Source: an optimization exercise on an open RTL-to-GDS flow (aim: small area, a short achievable clock period and few clock cycles per item). Production flows keep margins and buffers that such runs may drop.
No run shown here included a check of the RTL's function; only the layout flow was run.
Power figures rest on the tool's default switching activity, not on a simulated workload.

<file path="flow/run.sh">
#!/bin/bash
# synth_recipe.tcl (not shown) runs the flow's synth.tcl, then flattens the netlist and writes it again
# the make line also repeats each setting of config.mk as NAME=value (left out here)
make -C /OpenROAD-flow-scripts/flow DESIGN_CONFIG=/design/flow/config.mk WORK_HOME=/design/flow/orfs CLKGATE_MAP_FILE= SYNTH_SCRIPT=/design/flow/synth_recipe.tcl finish
</file>
<file path="flow/config.mk">
export PLATFORM = sky130hd
export DESIGN_NAME = word_tokenizer_fnv1a_hasher_top
export DESIGN_NICKNAME = word_tokenizer_fnv1a_hasher_top
export VERILOG_FILES = /design/flow/design.v
export SDC_FILE = /design/flow/constraint.sdc
export NUM_CORES = 4
export LEC_CHECK = 0
export CAP_MARGIN = 20
export CORE_MARGIN = 2
export CORE_UTILIZATION = 40
export SETUP_SLACK_MARGIN = 1.5
export SLEW_MARGIN = 20
</file>
<file path="flow/constraint.sdc">
create_clock -name core_clock -period 6.5 [get_ports {clk}]
set_input_delay 1.3000 -clock core_clock [delete_from_list [all_inputs] [get_ports {clk}]]
set_output_delay 1.3000 -clock core_clock [all_outputs]
set_load 0.01 [all_outputs]
</file>
<file path="flow/design.v">
package wtok_pkg;
  localparam int unsigned LENGTH_WIDTH_DEF = 16;
  localparam logic [31:0] FNV_BASIS = 32'h811C_9DC5;
  localparam logic [31:0] FNV_PRIME = 32'h0100_0193;
  localparam logic [7:0] CHR_NUL = 8'h00;
  localparam logic [7:0] CHR_TAB = 8'h09;
  localparam logic [7:0] CHR_LF  = 8'h0A;
  localparam logic [7:0] CHR_VT  = 8'h0B;
  localparam logic [7:0] CHR_FF  = 8'h0C;
  localparam logic [7:0] CHR_CR  = 8'h0D;
  localparam logic [7:0] CHR_SP  = 8'h20;
  localparam logic [15:0] EOS_LENGTH = 16'd4;
  localparam int unsigned QUEUE_DEPTH = 4;
  localparam int unsigned QUEUE_PTR_W = $clog2(QUEUE_DEPTH);
  localparam int unsigned QUEUE_CNT_W = $clog2(QUEUE_DEPTH + 1);
  typedef struct packed {
    logic [7:0] data_byte;
    logic       end_of_input;
  } byte_t;
  typedef struct packed {
    logic [31:0] word_hash;
    logic [15:0] word_length;
    logic        is_eos;
    logic        last;
  } token_t;
  localparam int unsigned TOKEN_W = 50;  
  localparam logic [31:0] EOS_HASH = 32'hD79C_9359;
endpackage
import wtok_pkg::*;
module wtok_room (
  input  logic [1:0] cls,
  input  logic       in_word,
  input  logic [1:0] e_pre,
  input  logic       w_own,
  input  logic       e_post,
  input  logic       take,
  output logic       ok
);
  logic       e_front;
  logic [1:0] e_pre1;
  logic       w_own1;
  logic       e_post1;
  always_comb begin
    e_front = (e_pre != 2'd0);
    e_pre1  = e_pre;
    w_own1  = w_own;
    e_post1 = e_post;
    if (take) begin
      if (e_front) begin
        e_pre1 = e_pre - 2'd1;
      end else begin
        w_own1  = 1'b0;
        e_pre1  = {1'b0, e_post};
        e_post1 = 1'b0;
      end
    end
    case (cls)
      2'd1:    ok = !w_own1;
      2'd2:    ok = in_word || (w_own1 ? !e_post1 : (e_pre1 != 2'd2));
      2'd3:    ok = 1'b1;
      default: ok = 1'b0;
    endcase
  end
endmodule
module word_tokenizer_fnv1a_hasher_top #(
  parameter int unsigned LENGTH_WIDTH = wtok_pkg::LENGTH_WIDTH_DEF
) (
  input  logic   clk,
  input  logic   rst,
  input  logic   byte_valid,
  output logic   byte_ready,
  input  wtok_pkg::byte_t  byte_data,
  output logic   token_valid,
  input  logic   token_ready,
  output wtok_pkg::token_t token_data
);
  localparam logic [1:0] C_NONE = 2'd0;
  localparam logic [1:0] C_WORD = 2'd1;
  localparam logic [1:0] C_LF   = 2'd2;
  localparam logic [1:0] C_END  = 2'd3;
  logic [1:0]  ib_cls;
  logic [6:0]  ib_low;      
  logic        ib_b7;
  logic                    in_word;
  logic [31:0]             hash_r;
  logic [LENGTH_WIDTH-1:0] len_r;
  logic                    last_r;
  logic [1:0]  e_pre;
  logic        w_own;
  logic        e_post;
  logic        rdy_nt;
  logic        rdy_t;
  logic        e_front;
  logic        take;
  logic        ok;
  logic        hash_upd;
  logic        word_end;
  logic        byte_xfer;
  logic        in_space;
  logic [1:0]  in_cls;
  logic [31:0] hash_sel;
  logic [31:0] mix_in;
  logic [31:0] mix_out;
  logic [31:0] mixed;
  logic [1:0]  ib_cls_n;
  logic        in_word_n;
  logic [1:0]  e_pre_n;
  logic        w_own_n;
  logic        e_post_n;
  logic        ok_nt_n;
  logic        ok_t_n;
  assign e_front     = (e_pre != 2'd0);
  assign token_valid = e_front || w_own;
  assign take        = token_valid && token_ready;
  assign token_data.word_hash   = e_front ? EOS_HASH : hash_r;
  assign token_data.word_length = e_front ? EOS_LENGTH : 16'(len_r);
  assign token_data.is_eos      = e_front;
  assign token_data.last        = e_front || last_r;
  assign byte_ready = rdy_nt || (token_ready && rdy_t);
  assign byte_xfer  = byte_valid && byte_ready;
  wtok_room u_room (
    .cls(ib_cls), .in_word(in_word), .e_pre(e_pre), .w_own(w_own),
    .e_post(e_post), .take(take), .ok(ok)
  );
  always_comb begin
    hash_upd = (ib_cls == C_WORD) && ok;
    word_end = ok && in_word && ib_cls[1];
    in_space = (byte_data.data_byte == CHR_SP)  || (byte_data.data_byte == CHR_LF) ||
               (byte_data.data_byte == CHR_CR)  || (byte_data.data_byte == CHR_TAB) ||
               (byte_data.data_byte == CHR_VT)  || (byte_data.data_byte == CHR_FF) ||
               (byte_data.data_byte == CHR_NUL);
    if (byte_data.end_of_input)                 in_cls = C_END;
    else if (byte_data.data_byte == CHR_LF)     in_cls = C_LF;
    else if (in_space)                          in_cls = C_END;
    else                                        in_cls = C_WORD;
    if (byte_xfer)   ib_cls_n = in_cls;
    else if (ok)     ib_cls_n = C_NONE;
    else             ib_cls_n = ib_cls;
    e_pre_n   = e_pre;
    w_own_n   = w_own;
    e_post_n  = e_post;
    in_word_n = in_word;
    if (take) begin
      if (e_front) begin
        e_pre_n = e_pre - 2'd1;
      end else begin
        w_own_n  = 1'b0;
        e_pre_n  = {1'b0, e_post};
        e_post_n = 1'b0;
      end
    end
    if (ok) begin
      case (ib_cls)
        C_WORD: in_word_n = 1'b1;
        C_LF: begin
          in_word_n = 1'b0;
          if (in_word) begin
            w_own_n  = 1'b1;
            e_post_n = 1'b1;
          end else if (w_own_n) begin
            e_post_n = 1'b1;
          end else begin
            e_pre_n  = e_pre_n + 2'd1;
          end
        end
        C_END: begin
          in_word_n = 1'b0;
          if (in_word) w_own_n = 1'b1;
        end
        default: ;
      endcase
    end
    hash_sel = in_word ? hash_r : FNV_BASIS;
    mix_in   = hash_sel ^ {25'd0, ib_low};
    mixed    = mix_out ^ {32{ib_b7}};
  end
  fnv_mul u_mul (.x(mix_in), .e(ib_b7), .y(mix_out));
  wtok_room u_room_nt (
    .cls(ib_cls_n), .in_word(in_word_n), .e_pre(e_pre_n), .w_own(w_own_n),
    .e_post(e_post_n), .take(1'b0), .ok(ok_nt_n)
  );
  wtok_room u_room_t (
    .cls(ib_cls_n), .in_word(in_word_n), .e_pre(e_pre_n), .w_own(w_own_n),
    .e_post(e_post_n), .take(1'b1), .ok(ok_t_n)
  );
  always_ff @(posedge clk) begin
    if (rst) begin
      ib_cls  <= C_NONE;
      in_word <= 1'b0;
      e_pre   <= 2'd0;
      w_own   <= 1'b0;
      e_post  <= 1'b0;
      rdy_nt  <= 1'b1;
      rdy_t   <= 1'b1;
    end else begin
      ib_cls  <= ib_cls_n;
      in_word <= in_word_n;
      e_pre   <= e_pre_n;
      w_own   <= w_own_n;
      e_post  <= e_post_n;
      rdy_nt  <= (ib_cls_n == C_NONE) || ok_nt_n;
      rdy_t   <= (ib_cls_n == C_NONE) || ((e_pre_n != 2'd0 || w_own_n) && ok_t_n);
    end
  end
  always_ff @(posedge clk) begin
    if (byte_xfer) begin
      ib_low <= byte_data.data_byte[6:0] ^ {7{byte_data.data_byte[7]}};
      ib_b7  <= byte_data.data_byte[7];
    end
  end
  always_ff @(posedge clk) begin
    if (hash_upd) begin
      hash_r <= mixed;
      if (!in_word) begin
        len_r <= LENGTH_WIDTH'(1);
      end else if (len_r != '1) begin
        len_r <= len_r + LENGTH_WIDTH'(1);
      end
    end
    if (word_end) begin
      last_r <= (ib_cls == C_END);
    end
  end
endmodule
module fnv_mul (
  input  logic [31:0] x,
  input  logic        e,
  output logic [31:0] y
);
  logic fs0;
  logic fc0;
  logic fs1;
  logic fc1;
  logic fs2;
  logic fc2;
  logic fs3;
  logic fc3;
  logic fs4;
  logic fc4;
  logic fs5;
  logic fc5;
  logic fs6;
  logic fc6;
  logic fs7;
  logic fc7;
  logic fs8;
  logic fc8;
  logic fs9;
  logic fc9;
  logic fs10;
  logic fc10;
  logic fs11;
  logic fc11;
  logic fs12;
  logic fc12;
  logic fs13;
  logic fc13;
  logic fs14;
  logic fc14;
  logic fs15;
  logic fc15;
  logic fs16;
  logic fc16;
  logic fs17;
  logic fc17;
  logic fs18;
  logic fc18;
  logic fs19;
  logic fc19;
  logic fs20;
  logic fc20;
  logic fs21;
  logic fc21;
  logic fs22;
  logic fc22;
  logic fs23;
  logic fc23;
  logic fs24;
  logic fc24;
  logic fs25;
  logic fc25;
  logic fs26;
  logic fc26;
  logic fs27;
  logic fc27;
  logic fs28;
  logic fc28;
  logic fs29;
  logic fc29;
  logic fs30;
  logic fc30;
  logic fs31;
  logic fc31;
  logic fs32;
  logic fc32;
  logic fs33;
  logic fc33;
  logic fs34;
  logic fc34;
  logic fs35;
  logic fc35;
  logic fs36;
  logic fc36;
  logic fs37;
  logic fc37;
  logic fs38;
  logic fc38;
  logic fs39;
  logic fc39;
  logic fs40;
  logic fc40;
  logic fs41;
  logic fc41;
  logic fs42;
  logic fc42;
  logic fs43;
  logic fc43;
  logic fs44;
  logic fc44;
  logic fs45;
  logic fc45;
  logic fs46;
  logic fc46;
  logic fs47;
  logic fc47;
  logic fs48;
  logic fc48;
  logic fs49;
  logic fc49;
  logic fs50;
  logic fc50;
  logic fs51;
  logic fc51;
  logic fs52;
  logic fc52;
  logic fs53;
  logic fc53;
  logic fs54;
  logic fc54;
  logic fs55;
  logic fc55;
  logic fs56;
  logic fc56;
  logic fs57;
  logic fc57;
  logic fs58;
  logic fc58;
  logic fs59;
  logic fc59;
  logic fs60;
  logic fc60;
  logic fs61;
  logic fc61;
  logic fs62;
  logic fc62;
  logic fs63;
  logic fc63;
  logic fs64;
  logic fc64;
  logic fs65;
  logic fc65;
  logic fs66;
  logic fc66;
  logic fs67;
  logic fc67;
  logic fs68;
  logic fc68;
  logic fs69;
  logic fc69;
  logic fs70;
  logic fc70;
  logic fs71;
  logic fc71;
  logic fs72;
  logic fc72;
  logic fs73;
  logic fc73;
  logic fs74;
  logic fc74;
  logic fs75;
  logic fc75;
  logic fs76;
  logic fc76;
  logic fs77;
  logic fc77;
  logic fs78;
  logic fc78;
  logic fs79;
  logic fc79;
  logic fs80;
  logic fc80;
  logic fs81;
  logic fc81;
  logic fs82;
  logic fc82;
  logic fs83;
  logic fc83;
  logic fs84;
  logic fc84;
  logic [31:0] ra, rb;
  assign fs0 = x[4] ^ x[3] ^ x[0];
  assign fc0 = (x[4] & x[3]) | (x[4] & x[0]) | (x[3] & x[0]);
  assign fs1 = x[5] ^ x[4] ^ x[1];
  assign fc1 = (x[5] & x[4]) | (x[5] & x[1]) | (x[4] & x[1]);
  assign fs2 = x[6] ^ x[5] ^ x[2];
  assign fc2 = (x[6] & x[5]) | (x[6] & x[2]) | (x[5] & x[2]);
  assign fs3 = x[7] ^ x[6] ^ x[3];
  assign fc3 = (x[7] & x[6]) | (x[7] & x[3]) | (x[6] & x[3]);
  assign fs4 = x[0] ^ e ^ fc2;
  assign fc4 = (x[0] & e) | (x[0] & fc2) | (e & fc2);
  assign fs5 = x[8] ^ x[7] ^ x[4];
  assign fc5 = (x[8] & x[7]) | (x[8] & x[4]) | (x[7] & x[4]);
  assign fs6 = x[1] ^ x[0] ^ e;
  assign fc6 = (x[1] & x[0]) | (x[1] & e) | (x[0] & e);
  assign fs7 = fc3 ^ fs5 ^ fs6;
  assign fc7 = (fc3 & fs5) | (fc3 & fs6) | (fs5 & fs6);
  assign fs8 = x[9] ^ x[8] ^ x[5];
  assign fc8 = (x[9] & x[8]) | (x[9] & x[5]) | (x[8] & x[5]);
  assign fs9 = x[2] ^ x[1] ^ fc5;
  assign fc9 = (x[2] & x[1]) | (x[2] & fc5) | (x[1] & fc5);
  assign fs10 = fc6 ^ fs8 ^ fc7;
  assign fc10 = (fc6 & fs8) | (fc6 & fc7) | (fs8 & fc7);
  assign fs11 = x[10] ^ x[9] ^ x[6];
  assign fc11 = (x[10] & x[9]) | (x[10] & x[6]) | (x[9] & x[6]);
  assign fs12 = x[3] ^ x[2] ^ fc8;
  assign fc12 = (x[3] & x[2]) | (x[3] & fc8) | (x[2] & fc8);
  assign fs13 = fs11 ^ fc9 ^ fs12;
  assign fc13 = (fs11 & fc9) | (fs11 & fs12) | (fc9 & fs12);
  assign fs14 = x[11] ^ x[10] ^ x[7];
  assign fc14 = (x[11] & x[10]) | (x[11] & x[7]) | (x[10] & x[7]);
  assign fs15 = x[4] ^ x[3] ^ fc11;
  assign fc15 = (x[4] & x[3]) | (x[4] & fc11) | (x[3] & fc11);
  assign fs16 = fs14 ^ fc12 ^ fs15;
  assign fc16 = (fs14 & fc12) | (fs14 & fs15) | (fc12 & fs15);
  assign fs17 = x[12] ^ x[11] ^ x[8];
  assign fc17 = (x[12] & x[11]) | (x[12] & x[8]) | (x[11] & x[8]);
  assign fs18 = x[5] ^ x[4] ^ fc14;
  assign fc18 = (x[5] & x[4]) | (x[5] & fc14) | (x[4] & fc14);
  assign fs19 = fs17 ^ fc15 ^ fs18;
  assign fc19 = (fs17 & fc15) | (fs17 & fs18) | (fc15 & fs18);
  assign fs20 = x[13] ^ x[12] ^ x[9];
  assign fc20 = (x[13] & x[12]) | (x[13] & x[9]) | (x[12] & x[9]);
  assign fs21 = x[6] ^ x[5] ^ fc17;
  assign fc21 = (x[6] & x[5]) | (x[6] & fc17) | (x[5] & fc17);
  assign fs22 = fs20 ^ fc18 ^ fs21;
  assign fc22 = (fs20 & fc18) | (fs20 & fs21) | (fc18 & fs21);
  assign fs23 = x[14] ^ x[13] ^ x[10];
  assign fc23 = (x[14] & x[13]) | (x[14] & x[10]) | (x[13] & x[10]);
  assign fs24 = x[7] ^ x[6] ^ fc20;
  assign fc24 = (x[7] & x[6]) | (x[7] & fc20) | (x[6] & fc20);
  assign fs25 = fs23 ^ fc21 ^ fs24;
  assign fc25 = (fs23 & fc21) | (fs23 & fs24) | (fc21 & fs24);
  assign fs26 = x[15] ^ x[14] ^ x[11];
  assign fc26 = (x[15] & x[14]) | (x[15] & x[11]) | (x[14] & x[11]);
  assign fs27 = x[8] ^ x[7] ^ fc23;
  assign fc27 = (x[8] & x[7]) | (x[8] & fc23) | (x[7] & fc23);
  assign fs28 = fs26 ^ fc24 ^ fs27;
  assign fc28 = (fs26 & fc24) | (fs26 & fs27) | (fc24 & fs27);
  assign fs29 = x[16] ^ x[15] ^ x[12];
  assign fc29 = (x[16] & x[15]) | (x[16] & x[12]) | (x[15] & x[12]);
  assign fs30 = x[9] ^ x[8] ^ fc26;
  assign fc30 = (x[9] & x[8]) | (x[9] & fc26) | (x[8] & fc26);
  assign fs31 = fs29 ^ fc27 ^ fs30;
  assign fc31 = (fs29 & fc27) | (fs29 & fs30) | (fc27 & fs30);
  assign fs32 = x[17] ^ x[16] ^ x[13];
  assign fc32 = (x[17] & x[16]) | (x[17] & x[13]) | (x[16] & x[13]);
  assign fs33 = x[10] ^ x[9] ^ fc29;
  assign fc33 = (x[10] & x[9]) | (x[10] & fc29) | (x[9] & fc29);
  assign fs34 = fs32 ^ fc30 ^ fs33;
  assign fc34 = (fs32 & fc30) | (fs32 & fs33) | (fc30 & fs33);
  assign fs35 = x[18] ^ x[17] ^ x[14];
  assign fc35 = (x[18] & x[17]) | (x[18] & x[14]) | (x[17] & x[14]);
  assign fs36 = x[11] ^ x[10] ^ fc32;
  assign fc36 = (x[11] & x[10]) | (x[11] & fc32) | (x[10] & fc32);
  assign fs37 = fs35 ^ fc33 ^ fs36;
  assign fc37 = (fs35 & fc33) | (fs35 & fs36) | (fc33 & fs36);
  assign fs38 = x[19] ^ x[18] ^ x[15];
  assign fc38 = (x[19] & x[18]) | (x[19] & x[15]) | (x[18] & x[15]);
  assign fs39 = x[12] ^ x[11] ^ fc35;
  assign fc39 = (x[12] & x[11]) | (x[12] & fc35) | (x[11] & fc35);
  assign fs40 = fs38 ^ fc36 ^ fs39;
  assign fc40 = (fs38 & fc36) | (fs38 & fs39) | (fc36 & fs39);
  assign fs41 = x[20] ^ x[19] ^ x[16];
  assign fc41 = (x[20] & x[19]) | (x[20] & x[16]) | (x[19] & x[16]);
  assign fs42 = x[13] ^ x[12] ^ fc38;
  assign fc42 = (x[13] & x[12]) | (x[13] & fc38) | (x[12] & fc38);
  assign fs43 = fs41 ^ fc39 ^ fs42;
  assign fc43 = (fs41 & fc39) | (fs41 & fs42) | (fc39 & fs42);
  assign fs44 = x[21] ^ x[20] ^ x[17];
  assign fc44 = (x[21] & x[20]) | (x[21] & x[17]) | (x[20] & x[17]);
  assign fs45 = x[14] ^ x[13] ^ fc41;
  assign fc45 = (x[14] & x[13]) | (x[14] & fc41) | (x[13] & fc41);
  assign fs46 = fs44 ^ fc42 ^ fs45;
  assign fc46 = (fs44 & fc42) | (fs44 & fs45) | (fc42 & fs45);
  assign fs47 = x[22] ^ x[21] ^ x[18];
  assign fc47 = (x[22] & x[21]) | (x[22] & x[18]) | (x[21] & x[18]);
  assign fs48 = x[15] ^ x[14] ^ fc44;
  assign fc48 = (x[15] & x[14]) | (x[15] & fc44) | (x[14] & fc44);
  assign fs49 = fs47 ^ fc45 ^ fs48;
  assign fc49 = (fs47 & fc45) | (fs47 & fs48) | (fc45 & fs48);
  assign fs50 = x[23] ^ x[22] ^ x[19];
  assign fc50 = (x[23] & x[22]) | (x[23] & x[19]) | (x[22] & x[19]);
  assign fs51 = x[16] ^ x[15] ^ fc47;
  assign fc51 = (x[16] & x[15]) | (x[16] & fc47) | (x[15] & fc47);
  assign fs52 = fs50 ^ fc48 ^ fs51;
  assign fc52 = (fs50 & fc48) | (fs50 & fs51) | (fc48 & fs51);
  assign fs53 = x[24] ^ x[23] ^ x[20];
  assign fc53 = (x[24] & x[23]) | (x[24] & x[20]) | (x[23] & x[20]);
  assign fs54 = x[17] ^ x[16] ^ x[0];
  assign fc54 = (x[17] & x[16]) | (x[17] & x[0]) | (x[16] & x[0]);
  assign fs55 = e ^ fc50 ^ fs53;
  assign fc55 = (e & fc50) | (e & fs53) | (fc50 & fs53);
  assign fs56 = fs54 ^ fc51 ^ fs55;
  assign fc56 = (fs54 & fc51) | (fs54 & fs55) | (fc51 & fs55);
  assign fs57 = x[25] ^ x[24] ^ x[21];
  assign fc57 = (x[25] & x[24]) | (x[25] & x[21]) | (x[24] & x[21]);
  assign fs58 = x[18] ^ x[17] ^ x[1];
  assign fc58 = (x[18] & x[17]) | (x[18] & x[1]) | (x[17] & x[1]);
  assign fs59 = fc53 ^ fc54 ^ fs57;
  assign fc59 = (fc53 & fc54) | (fc53 & fs57) | (fc54 & fs57);
  assign fs60 = fs58 ^ fc55 ^ fs59;
  assign fc60 = (fs58 & fc55) | (fs58 & fs59) | (fc55 & fs59);
  assign fs61 = x[26] ^ x[25] ^ x[22];
  assign fc61 = (x[26] & x[25]) | (x[26] & x[22]) | (x[25] & x[22]);
  assign fs62 = x[19] ^ x[18] ^ x[2];
  assign fc62 = (x[19] & x[18]) | (x[19] & x[2]) | (x[18] & x[2]);
  assign fs63 = fc57 ^ fc58 ^ fs61;
  assign fc63 = (fc57 & fc58) | (fc57 & fs61) | (fc58 & fs61);
  assign fs64 = fs62 ^ fc59 ^ fs63;
  assign fc64 = (fs62 & fc59) | (fs62 & fs63) | (fc59 & fs63);
  assign fs65 = x[27] ^ x[26] ^ x[23];
  assign fc65 = (x[27] & x[26]) | (x[27] & x[23]) | (x[26] & x[23]);
  assign fs66 = x[20] ^ x[19] ^ x[3];
  assign fc66 = (x[20] & x[19]) | (x[20] & x[3]) | (x[19] & x[3]);
  assign fs67 = fc61 ^ fc62 ^ fs65;
  assign fc67 = (fc61 & fc62) | (fc61 & fs65) | (fc62 & fs65);
  assign fs68 = fs66 ^ fc63 ^ fs67;
  assign fc68 = (fs66 & fc63) | (fs66 & fs67) | (fc63 & fs67);
  assign fs69 = x[28] ^ x[27] ^ x[24];
  assign fc69 = (x[28] & x[27]) | (x[28] & x[24]) | (x[27] & x[24]);
  assign fs70 = x[21] ^ x[20] ^ x[4];
  assign fc70 = (x[21] & x[20]) | (x[21] & x[4]) | (x[20] & x[4]);
  assign fs71 = fc65 ^ fc66 ^ fs69;
  assign fc71 = (fc65 & fc66) | (fc65 & fs69) | (fc66 & fs69);
  assign fs72 = fs70 ^ fc67 ^ fs71;
  assign fc72 = (fs70 & fc67) | (fs70 & fs71) | (fc67 & fs71);
  assign fs73 = x[29] ^ x[28] ^ x[25];
  assign fc73 = (x[29] & x[28]) | (x[29] & x[25]) | (x[28] & x[25]);
  assign fs74 = x[22] ^ x[21] ^ x[5];
  assign fc74 = (x[22] & x[21]) | (x[22] & x[5]) | (x[21] & x[5]);
  assign fs75 = fc69 ^ fc70 ^ fs73;
  assign fc75 = (fc69 & fc70) | (fc69 & fs73) | (fc70 & fs73);
  assign fs76 = fs74 ^ fc71 ^ fs75;
  assign fc76 = (fs74 & fc71) | (fs74 & fs75) | (fc71 & fs75);
  assign fs77 = x[30] ^ x[29] ^ x[26];
  assign fc77 = (x[30] & x[29]) | (x[30] & x[26]) | (x[29] & x[26]);
  assign fs78 = x[23] ^ x[22] ^ x[6];
  assign fc78 = (x[23] & x[22]) | (x[23] & x[6]) | (x[22] & x[6]);
  assign fs79 = fc73 ^ fc74 ^ fs77;
  assign fc79 = (fc73 & fc74) | (fc73 & fs77) | (fc74 & fs77);
  assign fs80 = fs78 ^ fc75 ^ fs79;
  assign fc80 = (fs78 & fc75) | (fs78 & fs79) | (fc75 & fs79);
  assign fs81 = x[31] ^ x[30] ^ x[27];
  assign fc81 = (x[31] & x[30]) | (x[31] & x[27]) | (x[30] & x[27]);
  assign fs82 = x[24] ^ x[23] ^ x[7];
  assign fc82 = (x[24] & x[23]) | (x[24] & x[7]) | (x[23] & x[7]);
  assign fs83 = fc77 ^ fc78 ^ fs81;
  assign fc83 = (fc77 & fc78) | (fc77 & fs81) | (fc78 & fs81);
  assign fs84 = fs82 ^ fc79 ^ fs83;
  assign fc84 = (fs82 & fc79) | (fs82 & fs83) | (fc79 & fs83);
  assign ra[0] = x[0];
  assign rb[0] = e;
  assign ra[1] = x[1];
  assign rb[1] = x[0];
  assign ra[2] = x[2];
  assign rb[2] = x[1];
  assign ra[3] = x[3];
  assign rb[3] = x[2];
  assign ra[4] = e;
  assign rb[4] = fs0;
  assign ra[5] = fc0;
  assign rb[5] = fs1;
  assign ra[6] = fc1;
  assign rb[6] = fs2;
  assign ra[7] = fs3;
  assign rb[7] = fs4;
  assign ra[8] = fc4;
  assign rb[8] = fs7;
  assign ra[9] = fs9;
  assign rb[9] = fs10;
  assign ra[10] = fc10;
  assign rb[10] = fs13;
  assign ra[11] = fc13;
  assign rb[11] = fs16;
  assign ra[12] = fc16;
  assign rb[12] = fs19;
  assign ra[13] = fc19;
  assign rb[13] = fs22;
  assign ra[14] = fc22;
  assign rb[14] = fs25;
  assign ra[15] = fc25;
  assign rb[15] = fs28;
  assign ra[16] = fc28;
  assign rb[16] = fs31;
  assign ra[17] = fc31;
  assign rb[17] = fs34;
  assign ra[18] = fc34;
  assign rb[18] = fs37;
  assign ra[19] = fc37;
  assign rb[19] = fs40;
  assign ra[20] = fc40;
  assign rb[20] = fs43;
  assign ra[21] = fc43;
  assign rb[21] = fs46;
  assign ra[22] = fc46;
  assign rb[22] = fs49;
  assign ra[23] = fc49;
  assign rb[23] = fs52;
  assign ra[24] = fc52;
  assign rb[24] = fs56;
  assign ra[25] = fc56;
  assign rb[25] = fs60;
  assign ra[26] = fc60;
  assign rb[26] = fs64;
  assign ra[27] = fc64;
  assign rb[27] = fs68;
  assign ra[28] = fc68;
  assign rb[28] = fs72;
  assign ra[29] = fc72;
  assign rb[29] = fs76;
  assign ra[30] = fc76;
  assign rb[30] = fs80;
  assign ra[31] = fc80;
  assign rb[31] = fs84;
  logic [31:0] g0, p0;
  assign g0 = ra & rb;
  assign p0 = ra ^ rb;
  logic gc0;
  assign gc0 = g0[0] | (p0[0] & e);
  logic gn1, pn1;
  assign gn1 = g0[1] | (p0[1] & gc0);
  assign pn1 = p0[1] & p0[0];
  logic gn2, pn2;
  assign gn2 = g0[3] | (p0[3] & g0[2]);
  assign pn2 = p0[3] & p0[2];
  logic gn3, pn3;
  assign gn3 = g0[5] | (p0[5] & g0[4]);
  assign pn3 = p0[5] & p0[4];
  logic gn4, pn4;
  assign gn4 = g0[7] | (p0[7] & g0[6]);
  assign pn4 = p0[7] & p0[6];
  logic gn5, pn5;
  assign gn5 = g0[9] | (p0[9] & g0[8]);
  assign pn5 = p0[9] & p0[8];
  logic gn6, pn6;
  assign gn6 = g0[11] | (p0[11] & g0[10]);
  assign pn6 = p0[11] & p0[10];
  logic gn7, pn7;
  assign gn7 = g0[13] | (p0[13] & g0[12]);
  assign pn7 = p0[13] & p0[12];
  logic gn8, pn8;
  assign gn8 = g0[15] | (p0[15] & g0[14]);
  assign pn8 = p0[15] & p0[14];
  logic gn9, pn9;
  assign gn9 = g0[17] | (p0[17] & g0[16]);
  assign pn9 = p0[17] & p0[16];
  logic gn10, pn10;
  assign gn10 = g0[19] | (p0[19] & g0[18]);
  assign pn10 = p0[19] & p0[18];
  logic gn11, pn11;
  assign gn11 = g0[21] | (p0[21] & g0[20]);
  assign pn11 = p0[21] & p0[20];
  logic gn12, pn12;
  assign gn12 = g0[23] | (p0[23] & g0[22]);
  assign pn12 = p0[23] & p0[22];
  logic gn13, pn13;
  assign gn13 = g0[25] | (p0[25] & g0[24]);
  assign pn13 = p0[25] & p0[24];
  logic gn14, pn14;
  assign gn14 = g0[27] | (p0[27] & g0[26]);
  assign pn14 = p0[27] & p0[26];
  logic gn15, pn15;
  assign gn15 = g0[29] | (p0[29] & g0[28]);
  assign pn15 = p0[29] & p0[28];
  logic gn16, pn16;
  assign gn16 = g0[31] | (p0[31] & g0[30]);
  assign pn16 = p0[31] & p0[30];
  logic gn17, pn17;
  assign gn17 = g0[2] | (p0[2] & gn1);
  assign pn17 = p0[2] & pn1;
  logic gn18, pn18;
  assign gn18 = gn2 | (pn2 & gn1);
  assign pn18 = pn2 & pn1;
  logic gn19, pn19;
  assign gn19 = g0[6] | (p0[6] & gn3);
  assign pn19 = p0[6] & pn3;
  logic gn20, pn20;
  assign gn20 = gn4 | (pn4 & gn3);
  assign pn20 = pn4 & pn3;
  logic gn21, pn21;
  assign gn21 = g0[10] | (p0[10] & gn5);
  assign pn21 = p0[10] & pn5;
  logic gn22, pn22;
  assign gn22 = gn6 | (pn6 & gn5);
  assign pn22 = pn6 & pn5;
  logic gn23, pn23;
  assign gn23 = g0[14] | (p0[14] & gn7);
  assign pn23 = p0[14] & pn7;
  logic gn24, pn24;
  assign gn24 = gn8 | (pn8 & gn7);
  assign pn24 = pn8 & pn7;
  logic gn25, pn25;
  assign gn25 = g0[18] | (p0[18] & gn9);
  assign pn25 = p0[18] & pn9;
  logic gn26, pn26;
  assign gn26 = gn10 | (pn10 & gn9);
  assign pn26 = pn10 & pn9;
  logic gn27, pn27;
  assign gn27 = g0[22] | (p0[22] & gn11);
  assign pn27 = p0[22] & pn11;
  logic gn28, pn28;
  assign gn28 = gn12 | (pn12 & gn11);
  assign pn28 = pn12 & pn11;
  logic gn29, pn29;
  assign gn29 = g0[26] | (p0[26] & gn13);
  assign pn29 = p0[26] & pn13;
  logic gn30, pn30;
  assign gn30 = gn14 | (pn14 & gn13);
  assign pn30 = pn14 & pn13;
  logic gn31, pn31;
  assign gn31 = g0[30] | (p0[30] & gn15);
  assign pn31 = p0[30] & pn15;
  logic gn32, pn32;
  assign gn32 = gn16 | (pn16 & gn15);
  assign pn32 = pn16 & pn15;
  logic gn33, pn33;
  assign gn33 = g0[4] | (p0[4] & gn18);
  assign pn33 = p0[4] & pn18;
  logic gn34, pn34;
  assign gn34 = gn3 | (pn3 & gn18);
  assign pn34 = pn3 & pn18;
  logic gn35, pn35;
  assign gn35 = gn19 | (pn19 & gn18);
  assign pn35 = pn19 & pn18;
  logic gn36, pn36;
  assign gn36 = gn20 | (pn20 & gn18);
  assign pn36 = pn20 & pn18;
  logic gn37, pn37;
  assign gn37 = g0[12] | (p0[12] & gn22);
  assign pn37 = p0[12] & pn22;
  logic gn38, pn38;
  assign gn38 = gn7 | (pn7 & gn22);
  assign pn38 = pn7 & pn22;
  logic gn39, pn39;
  assign gn39 = gn23 | (pn23 & gn22);
  assign pn39 = pn23 & pn22;
  logic gn40, pn40;
  assign gn40 = gn24 | (pn24 & gn22);
  assign pn40 = pn24 & pn22;
  logic gn41, pn41;
  assign gn41 = g0[20] | (p0[20] & gn26);
  assign pn41 = p0[20] & pn26;
  logic gn42, pn42;
  assign gn42 = gn11 | (pn11 & gn26);
  assign pn42 = pn11 & pn26;
  logic gn43, pn43;
  assign gn43 = gn27 | (pn27 & gn26);
  assign pn43 = pn27 & pn26;
  logic gn44, pn44;
  assign gn44 = gn28 | (pn28 & gn26);
  assign pn44 = pn28 & pn26;
  logic gn45, pn45;
  assign gn45 = g0[28] | (p0[28] & gn30);
  assign pn45 = p0[28] & pn30;
  logic gn46, pn46;
  assign gn46 = gn15 | (pn15 & gn30);
  assign pn46 = pn15 & pn30;
  logic gn47, pn47;
  assign gn47 = gn31 | (pn31 & gn30);
  assign pn47 = pn31 & pn30;
  logic gn48, pn48;
  assign gn48 = gn32 | (pn32 & gn30);
  assign pn48 = pn32 & pn30;
  logic gn49, pn49;
  assign gn49 = g0[8] | (p0[8] & gn36);
  assign pn49 = p0[8] & pn36;
  logic gn50, pn50;
  assign gn50 = gn5 | (pn5 & gn36);
  assign pn50 = pn5 & pn36;
  logic gn51, pn51;
  assign gn51 = gn21 | (pn21 & gn36);
  assign pn51 = pn21 & pn36;
  logic gn52, pn52;
  assign gn52 = gn22 | (pn22 & gn36);
  assign pn52 = pn22 & pn36;
  logic gn53, pn53;
  assign gn53 = gn37 | (pn37 & gn36);
  assign pn53 = pn37 & pn36;
  logic gn54, pn54;
  assign gn54 = gn38 | (pn38 & gn36);
  assign pn54 = pn38 & pn36;
  logic gn55, pn55;
  assign gn55 = gn39 | (pn39 & gn36);
  assign pn55 = pn39 & pn36;
  logic gn56, pn56;
  assign gn56 = gn40 | (pn40 & gn36);
  assign pn56 = pn40 & pn36;
  logic gn57, pn57;
  assign gn57 = g0[24] | (p0[24] & gn44);
  assign pn57 = p0[24] & pn44;
  logic gn58, pn58;
  assign gn58 = gn13 | (pn13 & gn44);
  assign pn58 = pn13 & pn44;
  logic gn59, pn59;
  assign gn59 = gn29 | (pn29 & gn44);
  assign pn59 = pn29 & pn44;
  logic gn60, pn60;
  assign gn60 = gn30 | (pn30 & gn44);
  assign pn60 = pn30 & pn44;
  logic gn61, pn61;
  assign gn61 = gn45 | (pn45 & gn44);
  assign pn61 = pn45 & pn44;
  logic gn62, pn62;
  assign gn62 = gn46 | (pn46 & gn44);
  assign pn62 = pn46 & pn44;
  logic gn63, pn63;
  assign gn63 = gn47 | (pn47 & gn44);
  assign pn63 = pn47 & pn44;
  logic gn64, pn64;
  assign gn64 = gn48 | (pn48 & gn44);
  assign pn64 = pn48 & pn44;
  logic gn65, pn65;
  assign gn65 = g0[16] | (p0[16] & gn56);
  assign pn65 = p0[16] & pn56;
  logic gn66, pn66;
  assign gn66 = gn9 | (pn9 & gn56);
  assign pn66 = pn9 & pn56;
  logic gn67, pn67;
  assign gn67 = gn25 | (pn25 & gn56);
  assign pn67 = pn25 & pn56;
  logic gn68, pn68;
  assign gn68 = gn26 | (pn26 & gn56);
  assign pn68 = pn26 & pn56;
  logic gn69, pn69;
  assign gn69 = gn41 | (pn41 & gn56);
  assign pn69 = pn41 & pn56;
  logic gn70, pn70;
  assign gn70 = gn42 | (pn42 & gn56);
  assign pn70 = pn42 & pn56;
  logic gn71, pn71;
  assign gn71 = gn43 | (pn43 & gn56);
  assign pn71 = pn43 & pn56;
  logic gn72, pn72;
  assign gn72 = gn44 | (pn44 & gn56);
  assign pn72 = pn44 & pn56;
  logic gn73, pn73;
  assign gn73 = gn57 | (pn57 & gn56);
  assign pn73 = pn57 & pn56;
  logic gn74, pn74;
  assign gn74 = gn58 | (pn58 & gn56);
  assign pn74 = pn58 & pn56;
  logic gn75, pn75;
  assign gn75 = gn59 | (pn59 & gn56);
  assign pn75 = pn59 & pn56;
  logic gn76, pn76;
  assign gn76 = gn60 | (pn60 & gn56);
  assign pn76 = pn60 & pn56;
  logic gn77, pn77;
  assign gn77 = gn61 | (pn61 & gn56);
  assign pn77 = pn61 & pn56;
  logic gn78, pn78;
  assign gn78 = gn62 | (pn62 & gn56);
  assign pn78 = pn62 & pn56;
  logic gn79, pn79;
  assign gn79 = gn63 | (pn63 & gn56);
  assign pn79 = pn63 & pn56;
  logic gn80, pn80;
  assign gn80 = gn64 | (pn64 & gn56);
  assign pn80 = pn64 & pn56;
  assign y[0] = p0[0] ^ e;
  assign y[1] = p0[1] ^ gc0;
  assign y[2] = p0[2] ^ gn1;
  assign y[3] = p0[3] ^ gn17;
  assign y[4] = p0[4] ^ gn18;
  assign y[5] = p0[5] ^ gn33;
  assign y[6] = p0[6] ^ gn34;
  assign y[7] = p0[7] ^ gn35;
  assign y[8] = p0[8] ^ gn36;
  assign y[9] = p0[9] ^ gn49;
  assign y[10] = p0[10] ^ gn50;
  assign y[11] = p0[11] ^ gn51;
  assign y[12] = p0[12] ^ gn52;
  assign y[13] = p0[13] ^ gn53;
  assign y[14] = p0[14] ^ gn54;
  assign y[15] = p0[15] ^ gn55;
  assign y[16] = p0[16] ^ gn56;
  assign y[17] = p0[17] ^ gn65;
  assign y[18] = p0[18] ^ gn66;
  assign y[19] = p0[19] ^ gn67;
  assign y[20] = p0[20] ^ gn68;
  assign y[21] = p0[21] ^ gn69;
  assign y[22] = p0[22] ^ gn70;
  assign y[23] = p0[23] ^ gn71;
  assign y[24] = p0[24] ^ gn72;
  assign y[25] = p0[25] ^ gn73;
  assign y[26] = p0[26] ^ gn74;
  assign y[27] = p0[27] ^ gn75;
  assign y[28] = p0[28] ^ gn76;
  assign y[29] = p0[29] ^ gn77;
  assign y[30] = p0[30] ^ gn78;
  assign y[31] = p0[31] ^ gn79;
endmodule
</file>
==> flow_summary.ini, run 1 <==
[detailed_routing]
viasPerCell = 5.08
drc = 0
wl_per_cell_um = 16.8
firstDrtPassIters = 4
num_vias = 4877
postRouteAntennaNets = 0
drtIter0Drc = 258
wirelength_um = 16100

[global_route]
grt_max_degree = 37
grt_pass1_wl_um = 26800
grt_usage_pct = 19.1
grt_pass1_vias = 5208
antenna_found_initial = 0
gr-total-overflow = 0

[setup_path]
cp_cell_sequence = nand2b_1 -> xnor2_2 -> inv_1 -> fa_1 -> fa_1 -> fa_1 -> ha_1 -> a21oi_1 -> o22ai_1 -> a221oi_1 -> nand2_1 -> inv_2 -> o21ai_2 -> a211o_1 -> a31o_1 -> xnor2_1
r2r_setup_slack_ns = 1.80
startpoint_type = register
critPathKind = register to register
slowest_stage = dfxtp_4
crit_fanout = 22
ff2ff_path_depth = 16
rr_endpoint = hash_r[31]
slowest_delay_ns = 0.50
startpoint = in_word
critPathArrivalTime_ns = 4.80
worstPathRequired_ns = 6.60
path_common_cell = fa_1
reg2reg_from = in_word
critPathCaptureType = register

[run_status]
status = finished clean

[clocking]
ctsHoldBuffers = 0
numCtsBuffers = 9
cts_root_buffer = clkbuf_16
cts_tree = built
path_clk_slew_ns = 0.06
clock_latency_ns = 0.34
clockBufferDepth = 2
cts_setup_buffers = 0
cts_htree_levels = 3
cts_sinks = 66

[layout]
syn_to_final_growth_pct = 17.9
nets = 861
drive_gt1_share_pct = 6.62
diodes = 0

[worst_hold_path]
hold_path_class = register to register
hold_depth = 2
worstHoldStart = e_post
hold_end = e_post

[synthesis]
syn_avg_cell_area_um2 = 10.1
synth_seq_area_share_pct = 27.7
synth_cells = 676
yosys.area.top_type_share_pct = 25.1
yosys.area.top_type = edfxtp_1
syn-cell-area_um2 = 6830
synthArstFlopShare_pct = 0
synth_edf_count = 57
synth_fp_nets = 802
synth.area.top_cells = edfxtp_1, fa_1, xnor2_1
synth_top_flop_cell = edfxtp_1
synthDistinctLibCells = 60
ys_ff_latch = 66
yosysWarnings = 2

[placed_design]
portBuffers = 64
place_ws_ns = 1.18
dpl.hpwl_um = 12600
gp_routability_congestion = 0.946

[sta]
final.setup.tns_ns = 0
finClkSkew_ns = 0.00638
finalMaxSlewViolations = 0
hold_viol_final = 0
slew_headroom_pct = 33.2
fin_ws_ns = 1.80
fin_crit_sh_pct = 72.3
rsz0062_at_grt = false
timing.fmax_ghz = 0.213
setup_viol = 0
max_slew.worst_pin.slew_ns = 1.00
period_minus_slack_ns = 4.70

[die]
rows = 47
fp.dieW_um = 135
die_area_um2 = 18100
start_util_pct = 41.1
core-area_um2 = 16600
die_y_um = 135
io_pins = 65

[power]
comb_power_share_pct = 69.3
p_per_area_nw_per_um2 = 541
p_leak_nw = 3.30
ir_drop_v = 0.000247
swShare_pct = 42.5
clkPwrFrac_pct = 10.7
switching_power_w = 0.00185
p_seq_share_pct = 20.0
power.internal_w = 0.00251

[job]
max-cap-violations = 0
-- critical path: cells and delay by family (launching register included) --
kind / cells / cell delay (ns)
AND/OR/NAND/NOR: 2 / 0.30
XOR/XNOR: 2 / 0.43
AO/OA/AOI/OAI: 6 / 1.20
adder cells (fa/ha/maj): 4 / 1.69
flip-flops: 1 / 0.50
buffers and inverters: 2 / 0.33
-- per-stage QoR --
step                power (W)  std cells  cell area (µm²)  hold WS, ns  util (%)
global route          0.00476        960             8050        0.598      48.4
finish                0.00435        960             8050        0.556      48.4
floorplan             0.00316        676             6830        0.467         -
detailed placement    0.00389        944             7720        0.553      46.4
global placement      0.00384        944             7720        0.544      46.4
CTS                   0.00439        960             8030        0.553      48.2
-- kinds of logic (layout without fill, tap and decap cells) --
family / after synthesis / after routing / synth area share [%]
AO/OA/AOI/OAI: 89 / 89 / 8.79
XOR/XNOR: 99 / 99 / 12.7
adder cells (fa/ha/maj): 115 / 115 / 29.6
buffers and inverters: 120 / 184 / 6.65
flip-flops: 66 / 66 / 27.7
multiplexers: 2 / 2 / 0.311
AND/OR/NAND/NOR: 185 / 185 / 14.3
-- worst max-delay path by stage --
stage / to / depth (start not counted)
after floorplan: hash_r[31] / 18
after global placement: hash_r[31] / 16
after detailed placement: hash_r[31] / 16
after CTS: hash_r[31] / 16
after global routing: hash_r[31] / 16
final: hash_r[31] / 16
-- flip-flops by register name, summed over array words and instances, names as in the netlist --
signal   flops
e_post       1
e_pre        2
hash_r      32
ib_b7        1
ib_cls       2
ib_low       7
in_word      1
last_r       1
len_r       16
rdy_nt       1
rdy_t        1
w_own        1
-- layer usage --
metal / global-route usage, % / vias up / wire length (µm)
li1: - / 2337 / -
met1: 25.6 / 2417 / 7360
met2: 31.0 / 104 / 7700
met3: 4.05 / 19 / 710
met4: 6.20 / 0 / 311
met5: 0 / - / 0
-- synthesized netlist by cell type, types with 5 or more instances --
library cell	count
or3_1	24
xnor2_1	63
a21oi_1	25
edfxtp_1	57
o21ai_0	18
a21o_1	6
fa_1	78
nor2_1	33
nand2b_1	15
ha_1	35
and2_1	34
buf_1	7
nand2_1	41
clkbuf_1	15
a21oi_2	5
dfxtp_1	9
xor2_1	36
nand3_1	11
inv_1	96
-- cell usage in the layout, fill, tap and decap left out, drive strengths merged, types with 10 or more instances in the layout --
cell type      count
inv               98
fa                78
clkdlybuf4s50     64
xnor2             63
edfxtp            57
nand2             41
xor2              36
ha                35
and2              35
nor2              33
a21oi             30
or3               24
o21ai             22
nand2b            15
nand3             11
clkbuf            10
-- power groups by stage --
| stage | clock (W) | sequential, W | combinational (W) |
|---|---|---|---|
| after floorplan | 0 | 0.000804 | 0.00235 |
| after global placement | 0 | 0.000882 | 0.00296 |
| after detailed placement | 0 | 0.000879 | 0.00301 |
| after CTS | 0.000478 | 0.000874 | 0.00304 |
| after global routing | 0.000495 | 0.000889 | 0.00337 |
| final | 0.000465 | 0.000873 | 0.00302 |
-- cell type report --
type	instances	area (µm²)
Multi-Input combinational cell	490	4540
Clock buffer	10	239
Inverter	97	364
Sequential cell	66	1900
Clock inverter	6	41.3
Tap cell	220	275
Timing Repair Buffer	71	697
Fill cell	1553	8590
-- timing repair --
item,in CTS,in global routing
setup endpoints to repair,13,7
gates cloned,0,0
gates resized for setup,4,4
==> run 2: changes to the inputs <==
--- a/flow/config.mk
+++ b/flow/config.mk
@@ -8,5 +8,4 @@
 export CAP_MARGIN = 20
 export CORE_MARGIN = 2
 export CORE_UTILIZATION = 40
-export SETUP_SLACK_MARGIN = 1.5
 export SLEW_MARGIN = 20
==> run 2 against run 1 <==
Net effect: still clean; register-to-register slack got worse by 0.62 ns; synthesized cell count did not move; first-iteration DRC count fell by 5.4%; critical path depth did not move; cell count did not move; largest cell class unchanged.
==> flow_summary.ini, run 2 <==
[synthesis]
synth_fp_nets = 802
syn_avg_cell_area_um2 = 10.1
yosysMostFrequentCell = inv_1
synth_cells = 676
synthDistinctLibCells = 60
yosys.area.top_type_share_pct = 25.1
ys_ff_latch = 66
synth_top_flop_cell = edfxtp_1
syn-cell-area_um2 = 6830
yosys.area.top_type = edfxtp_1
synth.area.top_cells = edfxtp_1, fa_1, xnor2_1
synth_edf_count = 57
synth.top_cells.by_count = inv_1, fa_1, xnor2_1
synth_seq_area_share_pct = 27.7
yosysWarnings = 2
synthArstFlopShare_pct = 0

[worst_hold_path]
hold_path_class = register to register
hold_depth = 2
hold_end = e_post
worstHoldStart = e_post

[setup_path]
startpoint_type = register
critPathKind = register to register
critPathCaptureType = register
r2r_setup_slack_ns = 1.18
reg2reg_from = in_word
ff2ff_path_depth = 16
worstPathRequired_ns = 6.60
critPathArrivalTime_ns = 5.42
crit_fanout = 22
rr_endpoint = hash_r[31]

[die]
rows = 47
fp.dieW_um = 135
die_area_um2 = 18100
core-area_um2 = 16600
io_pins = 65
start_util_pct = 41.1
die_y_um = 135

[detailed_routing]
num_vias = 4885
viasPerCell = 5.09
wl_per_cell_um = 16.7
wirelength_um = 16100
drc = 0
drtIter0Drc = 244
postRouteAntennaNets = 0
firstDrtPassIters = 5

[clocking]
clockBufferDepth = 2
cts_root_buffer = clkbuf_16
cts_tree = built
ctsHoldBuffers = 0
cts_setup_buffers = 0
cts_htree_levels = 3
numCtsBuffers = 9
cts_resized = 0
path_clk_slew_ns = 0.06
clock_latency_ns = 0.35
cts_sinks = 66

[sta]
slew_headroom_pct = 33.3
fin_crit_sh_pct = 81.8
max_slew.worst_pin.slew_ns = 0.999
rsz0062_at_grt = false
period_minus_slack_ns = 5.32
hold_viol_final = 0
finClkSkew_ns = 0.00706
timing.fmax_ghz = 0.188
final.setup.tns_ns = 0
setup_viol = 0
finalMaxSlewViolations = 0

[run_status]
status = finished clean

[layout]
mostFrequentLayoutCell = inv_1
design_area_um2 = 8000
diodes = 0
final-seq-area_um2 = 1890
multi_input_area_um2 = 4500
fill_cells = 1556
nets = 861
final_cell_mix = inv_1, fa_1, clkdlybuf4s50_1
fin_util_pct = 48.1
largest_reg_flops = 32
syn_to_final_growth_pct = 17.1
regMostFlops = hash_r
reg_top3 = hash_r: 32 flops, len_r: 16 flops, ib_low: 7 flops
drive_gt1_share_pct = 6.08

[placed_design]
place_area_um2 = 7720
gp_routability_congestion = 0.946
portBuffers = 64
dpl.hpwl_um = 12600

[global_route]
antenna_found_initial = 0
grt_usage_pct = 19.1
grt_pass1_wl_um = 26800
grt_max_degree = 37
gr-total-overflow = 0
grt_pass1_vias = 5223

[power]
power.internal_w = 0.00250
p_per_area_nw_per_um2 = 544
swShare_pct = 42.4
switching_power_w = 0.00185
ir_drop_v = 0.000247
clkPwrFrac_pct = 10.7
comb_power_share_pct = 69.3
p_seq_share_pct = 20.0
p_leak_nw = 3.29

[job]
max-cap-violations = 0
## run 2: cell counts after synthesis
Identical to the previous run, type by type.
## run 2: worst max-delay path by stage
stage                     cells after the start    endpoint  slack (ns)    start
after floorplan                              18  hash_r[31]        1.62  in_word
after global placement                       16  hash_r[31]        1.29  in_word
after detailed placement                     16  hash_r[31]        1.18  in_word
after CTS                                    16  hash_r[31]        1.14  in_word
after global routing                         16  hash_r[31]        0.79  in_word
final                                        16  hash_r[31]        1.18  in_word
## run 2: critical path, cell delays in order, from the launching register on
cell and delay, ns:
dfxtp_1 0.81, nand2_1 0.17, xor2_1 0.53, inv_1 0.24, fa_1 0.51, fa_1 0.45, fa_1 0.44, ha_1 0.33
a21oi_1 0.21, o22ai_1 0.11, a221oi_1 0.24, nand2_1 0.16, inv_2 0.12, o21ai_2 0.11, a211o_1 0.29, a31o_1 0.23
xnor2_1 0.12
## run 2: cell families (layout without fill, tap and decap cells)
family,Yosys count,count (layout),synth area share (%)
XOR/XNOR,99,99,12.7
adder cells (fa/ha/maj),115,115,29.6
buffers and inverters,120,184,6.65
AND/OR/NAND/NOR,185,185,14.3
AO/OA/AOI/OAI,89,89,8.79
multiplexers,2,2,0.311
flip-flops,66,66,27.7
## run 2: stage by stage
step	hold slack [ns]	total power (W)	std cells	setup WS (ns)
final	0.555	0.00435	960	1.18
after global routing	0.598	0.00475	960	0.793
after CTS	0.553	0.00439	960	1.14
after detailed placement	0.553	0.00389	944	1.18
after global placement	0.544	0.00384	944	1.29
after floorplan	0.467	0.00316	676	1.62
## run 2: cell type report
class                      count  area share, %
tap                          220           3.44
sequential                    66           23.6
multi-input combinational    490           56.2
clock buffer                  10           2.99
timing repair buffer          71           8.66
inverter                      97           4.55
clock inverter                 6          0.516
## run 2: routing by layer
layer	share of wire, %	routed length [µm]	vias up	track usage, %
li1	-	-	2336	-
met1	45	7290	2424	25.5
met2	48	7780	113	31.0
met3	5.0	802	12	4.05
met4	1.2	197	0	6.20
met5	0	0	-	0
## run 2: power groups by stage
| stage | combinational [W] | sequential (W) | clock (W) |
|---|---|---|---|
| finish | 0.00301 | 0.000870 | 0.000466 |
| global route | 0.00337 | 0.000888 | 0.000494 |
| CTS | 0.00303 | 0.000873 | 0.000478 |
| detailed placement | 0.00301 | 0.000879 | 0 |
| global placement | 0.00296 | 0.000882 | 0 |
| floorplan | 0.00235 | 0.000804 | 0 |
==> run 3: changes to the inputs <==
--- a/flow/config.mk
+++ b/flow/config.mk
@@ -8,4 +8,5 @@
 export CAP_MARGIN = 20
 export CORE_MARGIN = 2
 export CORE_UTILIZATION = 40
+export SETUP_SLACK_MARGIN = 2.5
 export SLEW_MARGIN = 20
==> run 3 against run 2 <==
Net effect: still clean; non-clock buffer count rose by 36; global-route usage increased by 0.78 points; fmax rose by 24%; combinational power rose by 27%; critical path type unchanged; critical endpoint is now hash_r[17]; largest cell class unchanged.
==> flow_summary.ini, run 3 <==
[sta]
finClkSkew_ns = 0.0109
finalMaxSlewViolations = 0
setup_viol = 0
max_slew.worst_pin.slew_ns = 0.997
whs_ns = 0.569
period_minus_slack_ns = 4.28
final.setup.tns_ns = 0
timing.fmax_ghz = 0.234
hold_viol_final = 0
fin_crit_sh_pct = 65.8
slew_headroom_pct = 33.4
rsz0062_at_grt = true

[layout]
fill_cells = 1462
largest_reg_flops = 32
regMostFlops = hash_r
final_cell_mix = inv_1, fa_1, clkdlybuf4s50_1
drive_gt1_share_pct = 19.8
mostFrequentLayoutCell = inv_1
stdcell_count = 997
syn_to_final_growth_pct = 29.8
fin_util_pct = 53.3
reg_top3 = hash_r: 32 flops, len_r: 16 flops, ib_low: 7 flops
diodes = 0
nets = 898

[synthesis]
syn-cell-area_um2 = 6830
synth.area.top_cells = edfxtp_1, fa_1, xnor2_1
synth_cells = 676
synthDistinctLibCells = 60
yosys.area.top_type = edfxtp_1
yosysWarnings = 2
synth_edf_count = 57
yosysMostFrequentCell = inv_1
ys_ff_latch = 66
yosys.area.top_type_share_pct = 25.1
syn_avg_cell_area_um2 = 10.1
synthArstFlopShare_pct = 0
synth_top_flop_cell = edfxtp_1
synth_fp_nets = 802
synth_seq_area_share_pct = 27.7
synth.top_cells.by_count = inv_1, fa_1, xnor2_1

[global_route]
grt_usage_pct = 19.9
grt_pass1_wl_um = 27700
grt_max_degree = 37
grt_pass1_vias = 5260
antenna_found_initial = 0
gr-total-overflow = 0

[setup_path]
slowest_delay_ns = 0.51
crit_fanout = 6
startpoint_type = register
path_depth = 17
ff2ff_path_depth = 17
slowest_stage = fa_1
critPathCaptureType = register
critPathArrivalTime_ns = 4.37
cp_top_family = adder cells
cp_cell_sequence = buf_12 -> buf_16 -> nand2b_4 -> xor2_4 -> fa_1 -> fa_2 -> fa_1 -> ha_4 -> o211ai_1 -> nor2_2 -> o311ai_4 -> nand2_2 -> inv_2 -> buf_6 -> fa_2 -> xor2_1 -> xnor2_1
critPathKind = register to register
cp.buffers_inverters = 4
worstPathRequired_ns = 6.59

[job]
max-cap-violations = 0

[die]
core-area_um2 = 16600
rows = 47
die_area_um2 = 18100
io_pins = 65
fp.dieW_um = 135
die_y_um = 135
start_util_pct = 41.1

[power]
switching_power_w = 0.00213
swShare_pct = 41.4
comb_power_share_pct = 74.1
ir_drop_v = 0.000246
p_leak_nw = 3.58
p_seq_share_pct = 17.1
clkPwrFrac_pct = 8.8
power.internal_w = 0.00301
p_per_area_nw_per_um2 = 579

[placed_design]
dpl.cell_count = 943
dpl.hpwl_um = 12600
gp_routability_congestion = 0.883
portBuffers = 64

[clocking]
cts_tree = built
cts_root_buffer = clkbuf_16
cts_htree_levels = 3
cts_sinks = 66
clock_latency_ns = 0.35
numCtsBuffers = 9
path_clk_slew_ns = 0.06
clockBufferDepth = 2

[worst_hold_path]
hold_path_class = register to register
hold_depth = 2

[detailed_routing]
postRouteAntennaNets = 0
firstDrtPassIters = 4
wl_per_cell_um = 17.1
drc = 0
num_vias = 5016
wirelength_um = 17100
drtIter0Drc = 228
viasPerCell = 5.03

[run_status]
status = finished clean
[run 3: cell counts after synthesis]
Identical to the previous run, type by type.
[run 3: final timing paths]
path	startpoint	to	slack, ns
max reg2reg	in_word	hash_r[17]	2.22
min reg2reg	e_post	e_post	0.57
min	e_post	e_post	0.57
max	in_word	hash_r[17]	2.22
[run 3: routing by layer]
layer	part of all wire [%]	up-vias	GRT usage, %	routed length (µm)
li1	-	2406	-	-
met1	44	2476	26.5	7570
met2	50	112	33.1	8480
met3	4.4	22	3.83	743
met4	1.7	0	5.56	289
met5	0	-	0	0
[run 3: tightest hold or removal path: cells and delay by family (launching register included)]
kind | cells | cell delay (ns)
flops | 1 | 0.36
compound gates | 2 | 0.16
[run 3: kinds of logic after synthesis]
logic type	share of synthesized area, %
AOI/OAI and AO/OA	8.79
xor gates and xnor gates	12.7
adders and majority gates	29.6
buffers and inverters	6.65
DFF	27.7
muxes	0.311
and+or+nand+nor	14.3
[run 3: final cells by class]
| cell class | count | area [µm²] | area share, % |
|---|---|---|---|
| multi-input cells | 491 | 5020 | 56.6 |
| clock inverters | 4 | 25.0 | 0.282 |
| flip-flops and latches | 66 | 1900 | 21.4 |
| repair buffers | 107 | 1040 | 11.8 |
| inverters | 97 | 368 | 4.15 |
| well taps | 220 | 275 | 3.10 |
| clock buffers | 12 | 246 | 2.78 |
[run 3: timing repair]
| action | in CTS | in global routing |
|---|---|---|
| pin swaps | 28 | 24 |
| setup buffers | 19 | 16 |
| setup endpoints to repair | 37 | 34 |
| hold buffers | 0 | 0 |
| gates resized for setup | 54 | 30 |
| cloned | 3 | 0 |
[run 3: power by group through the flow]
stage	registers, W	logic [W]	clock network, W
2_1_floorplan	0.000807	0.00247	0
3_3_place_gp	0.000881	0.00309	0
3_5_place_dp	0.000880	0.00313	0
4_1_cts	0.000875	0.00354	0.000464
5_1_grt	0.000892	0.00418	0.000486
6_report	0.000878	0.00381	0.000453
[run 3: metrics by stage]
stage	instance area (µm²)	power, W	setup WS [ns]
5_1_grt	8870	0.00556	2.10
3_3_place_gp	7870	0.00397	1.82
3_5_place_dp	7870	0.00401	1.67
6_report	8870	0.00514	2.22
4_1_cts	8620	0.00488	2.19
2_1_floorplan	7040	0.00328	2.30
==> run 4: changes to the inputs <==
--- a/flow/design.v
+++ b/flow/design.v
@@ -80,6 +80,7 @@
   localparam logic [1:0] C_END  = 2'd3;
   logic [1:0]  ib_cls;
   logic [6:0]  ib_low;      
+  logic [6:0]  xlo_r;       
   logic        ib_b7;
   logic                    in_word;
   logic [31:0]             hash_r;
@@ -109,6 +110,10 @@
   logic        e_post_n;
   logic        ok_nt_n;
   logic        ok_t_n;
+  logic [6:0]  in_low;
+  logic [6:0]  ib_low_n;
+  logic [6:0]  hlo_n;
+  logic [6:0]  xlo_n;
   assign e_front     = (e_pre != 2'd0);
   assign token_valid = e_front || w_own;
   assign take        = token_valid && token_ready;
@@ -171,8 +176,12 @@
       endcase
     end
     hash_sel = in_word ? hash_r : FNV_BASIS;
-    mix_in   = hash_sel ^ {25'd0, ib_low};
+    mix_in   = {hash_sel[31:7], xlo_r};
     mixed    = mix_out ^ {32{ib_b7}};
+    in_low   = byte_data.data_byte[6:0] ^ {7{byte_data.data_byte[7]}};
+    ib_low_n = byte_xfer ? in_low : ib_low;
+    hlo_n    = hash_upd ? mixed[6:0] : hash_r[6:0];
+    xlo_n    = (in_word_n ? hlo_n : FNV_BASIS[6:0]) ^ ib_low_n;
   end
   fnv_mul u_mul (.x(mix_in), .e(ib_b7), .y(mix_out));
   wtok_room u_room_nt (
@@ -204,11 +213,14 @@
   end
   always_ff @(posedge clk) begin
     if (byte_xfer) begin
-      ib_low <= byte_data.data_byte[6:0] ^ {7{byte_data.data_byte[7]}};
+      ib_low <= in_low;
       ib_b7  <= byte_data.data_byte[7];
     end
   end
   always_ff @(posedge clk) begin
+    xlo_r <= xlo_n;
+  end
+  always_ff @(posedge clk) begin
     if (hash_upd) begin
       hash_r <= mixed;
       if (!in_word) begin
--- a/flow/config.mk
+++ b/flow/config.mk
@@ -8,5 +8,5 @@
 export CAP_MARGIN = 20
 export CORE_MARGIN = 2
 export CORE_UTILIZATION = 40
-export SETUP_SLACK_MARGIN = 2.5
+export SETUP_SLACK_MARGIN = 1.5
 export SLEW_MARGIN = 20
==> run 4 against run 3 <==
Net effect: sequential power increased by 15%; critical path type unchanged; cell count increased by 3.6%; sequential share of layout area increased by 1.9 points; largest power group unchanged; fmax decreased by 5.9%; total power increased by 4.9%; design area decreased by 5.0%; via count increased by 2.8%; non-clock buffer count decreased by 38; synthesized area increased by 6.4%; first-iteration DRC count increased by 74%.
==> flow_summary.ini, run 4 <==
[global_route]
grt_max_degree = 37
grt_usage_pct = 18.2
antenna_found_initial = 0
grt_pass1_wl_um = 27900
grt_pass1_vias = 5382
gr-total-overflow = 0

[sta]
max_slew.worst_pin.slew_ns = 0.996
fin_crit_sh_pct = 70.0
hold_viol_final = 0
setup_viol = 0
timing.fmax_ghz = 0.220
period_minus_slack_ns = 4.55
finalMaxSlewViolations = 0
rsz0062_at_grt = false
final.setup.tns_ns = 0
slew_headroom_pct = 33.5
finClkSkew_ns = 0.00874

[detailed_routing]
num_vias = 5158
wl_per_cell_um = 16.1
wirelength_um = 16600
postRouteAntennaNets = 0
viasPerCell = 4.99
drtIter0Drc = 397
drc = 0
firstDrtPassIters = 5

[layout]
nets = 927
fin_util_pct = 47.1
diodes = 0
mostFrequentLayoutCell = inv_1
syn_to_final_growth_pct = 16.0
fill_cells = 1745
drive_gt1_share_pct = 4.60
reg_top3 = hash_r: 32 flops, len_r: 16 flops
regMostFlops = hash_r
design_area_um2 = 8430
largest_reg_flops = 32
final_cell_mix = inv_1, fa_1, xnor2_1

[die]
die_y_um = 139
rows = 49
fp.dieW_um = 139
start_util_pct = 40.6
die_area_um2 = 19300
core-area_um2 = 17900
io_pins = 65

[clocking]
cts_htree_levels = 3
cts_sinks = 73
cts_tree = built
ctsHoldBuffers = 0
clock_latency_ns = 0.35
clockBufferDepth = 2
cts_resized = 0
numCtsBuffers = 9
cts_root_buffer = clkbuf_16
cts_setup_buffers = 0
path_clk_slew_ns = 0.06

[setup_path]
critPathCaptureType = register
slowest_delay_ns = 0.60
slowest_stage = dfxtp_2
path_common_cell = fa_1
critPathKind = register to register
crit_fanout = 26
startpoint_type = register
cp_cell_sequence = buf_4 -> and2_1 -> inv_1 -> fa_1 -> fa_1 -> inv_1 -> fa_1 -> ha_1 -> a21oi_1 -> o21ai_0 -> a31oi_1 -> o41a_4 -> fa_1 -> xnor2_1
worstPathRequired_ns = 6.60
r2r_setup_slack_ns = 1.95
critPathArrivalTime_ns = 4.65

[power]
p_total_w = 0.00539
p_per_area_nw_per_um2 = 639
p_leak_nw = 3.47
ir_drop_v = 0.000561

[synthesis]
synth_top_flop_cell = edfxtp_1
syn_avg_cell_area_um2 = 9.77
synthDistinctLibCells = 61
ys_ff_latch = 73
synth_seq_area_share_pct = 27.0
synth.top_cells.by_count = inv_1, fa_1, xnor2_1
yosysMostFrequentCell = inv_1
yosys.area.top_type = fa_1
yosysWarnings = 2
synth_edf_count = 50
synth.area.top_cells = fa_1, edfxtp_1, xnor2_1
synth_fp_nets = 872
yosys.area.top_type_share_pct = 21.8
synthArstFlopShare_pct = 0
syn-cell-area_um2 = 7270
synth_cells = 744

[run_status]
status = finished clean

[job]
max-cap-violations = 0

[worst_hold_path]
hold_path_class = register to register

[placed_design]
gp_routability_congestion = 0.895
portBuffers = 64
dpl.hpwl_um = 12900
place_area_um2 = 8130
==> run 4: cell types whose count changed after synthesis, moves of 6 or more <==
cell	before	now
and2_1	34	43
nor3_1	4	12
dfxtp_1	9	23
xor2_1	36	26
edfxtp_1	57	50
nor2_1	33	39
o21ai_0	18	25
xnor2_1	63	71
nand2_1	41	52
==> run 4: cell families after synthesis <==
| family | after synthesis | share of synthesized area (%) |
|---|---|---|
| AOI/OAI and AO/OA | 106 | 9.74 |
| xor gates and xnor gates | 97 | 11.7 |
| adders and majority gates | 116 | 28.1 |
| buffers and inverters | 118 | 6.35 |
| DFF | 73 | 27.0 |
| muxes | 2 | 0.413 |
| and+or+nand+nor | 232 | 16.7 |
==> run 4: critical path, delay by kind of cell (launching register included) <==
| kind | cells | cell delay [ns] |
|---|---|---|
| flip-flops | 1 | 0.60 |
| XOR/XNOR | 1 | 0.14 |
| buffers and inverters | 3 | 0.48 |
| adder cells (fa/ha/maj) | 5 | 2.12 |
| AND/OR/NAND/NOR | 1 | 0.20 |
| AO/OA/AOI/OAI | 4 | 0.74 |
==> run 4: worst paths after layout <==
kind,startpoint,endpoint,depth (start not counted)
min,ib_low[6],ib_low[6],2
min reg2reg,ib_low[6],ib_low[6],2
max reg2reg,in_word,hash_r[16],14
max,in_word,hash_r[16],14
==> run 4: where the power goes <==
part	internal, W	leakage, nW	switching [W]
sequential	0.000861	0.662	0.000151
clock	0.000306	0.151	0.000208
combinational	0.00187	2.66	0.00199
==> run 4: through the flow <==
stage	hold slack [ns]	worst slack (ns)	std cells
after global placement	0.465	1.66	1017
after floorplan	0.436	1.83	744
after CTS	0.485	1.63	1033
after detailed placement	0.471	1.63	1017
after global routing	0.532	1.64	1033
final	0.483	1.95	1033
==> run 4: layout make-up <==
class / count / area (µm²) / area share (%)
Multi-Input combinational cell: 553 / 4850 / 57.5
Clock buffer: 13 / 283 / 3.35
Clock inverter: 3 / 20.0 / 0.237
Tap cell: 229 / 287 / 3.40
Timing Repair Buffer: 69 / 678 / 8.04
Sequential cell: 73 / 1960 / 23.3
Inverter: 93 / 354 / 4.20
==> run 4: routing by layer <==
metal	up-vias	routed length [µm]	global-route usage (%)
met3	14	731	2.31
met1	2484	7520	24.4
met5	-	0	0
li1	2564	-	-
met2	96	8120	30.9
met4	0	250	6.01

[separate check: timing with driven ports]
In the flow no input, the clock included, has a driving cell. The finished layouts below were timed again as built, in two steps. Step 1 sets driving cells, clkbuf_16 on the clock port and buf_2 on the other inputs (assumed; they add their load-dependent delay and slew). Step 2 adds t to the input delays and takes it off the output delays; t is the mean of the earliest and latest rising clock arrival at the registers after step 1. Input paths then give back, and output paths get back, about the clock's delay inside the block. Slacks: ideal / step 1 / step 2; pairs: ideal / step 1.
| run | t (ns) | slack for setup (ns) | worst setup path at the end | worst data-port slew with drivers (ns) |
|---|---|---|---|---|
| run 1 | 0.381 | 1.798 / 1.798 / 1.798 | register to register | 0.03 |
| run 2 | 0.383 | 1.182 / 1.182 / 1.182 | register to register | 0.03 |
| run 3 | 0.381 | 2.222 / 2.222 / 2.222 | register to register | 0.03 |
| run 4 | 0.389 | 1.952 / 1.952 / 1.952 | register to register | 0.03 |
After both steps every run listed still meets setup and hold.
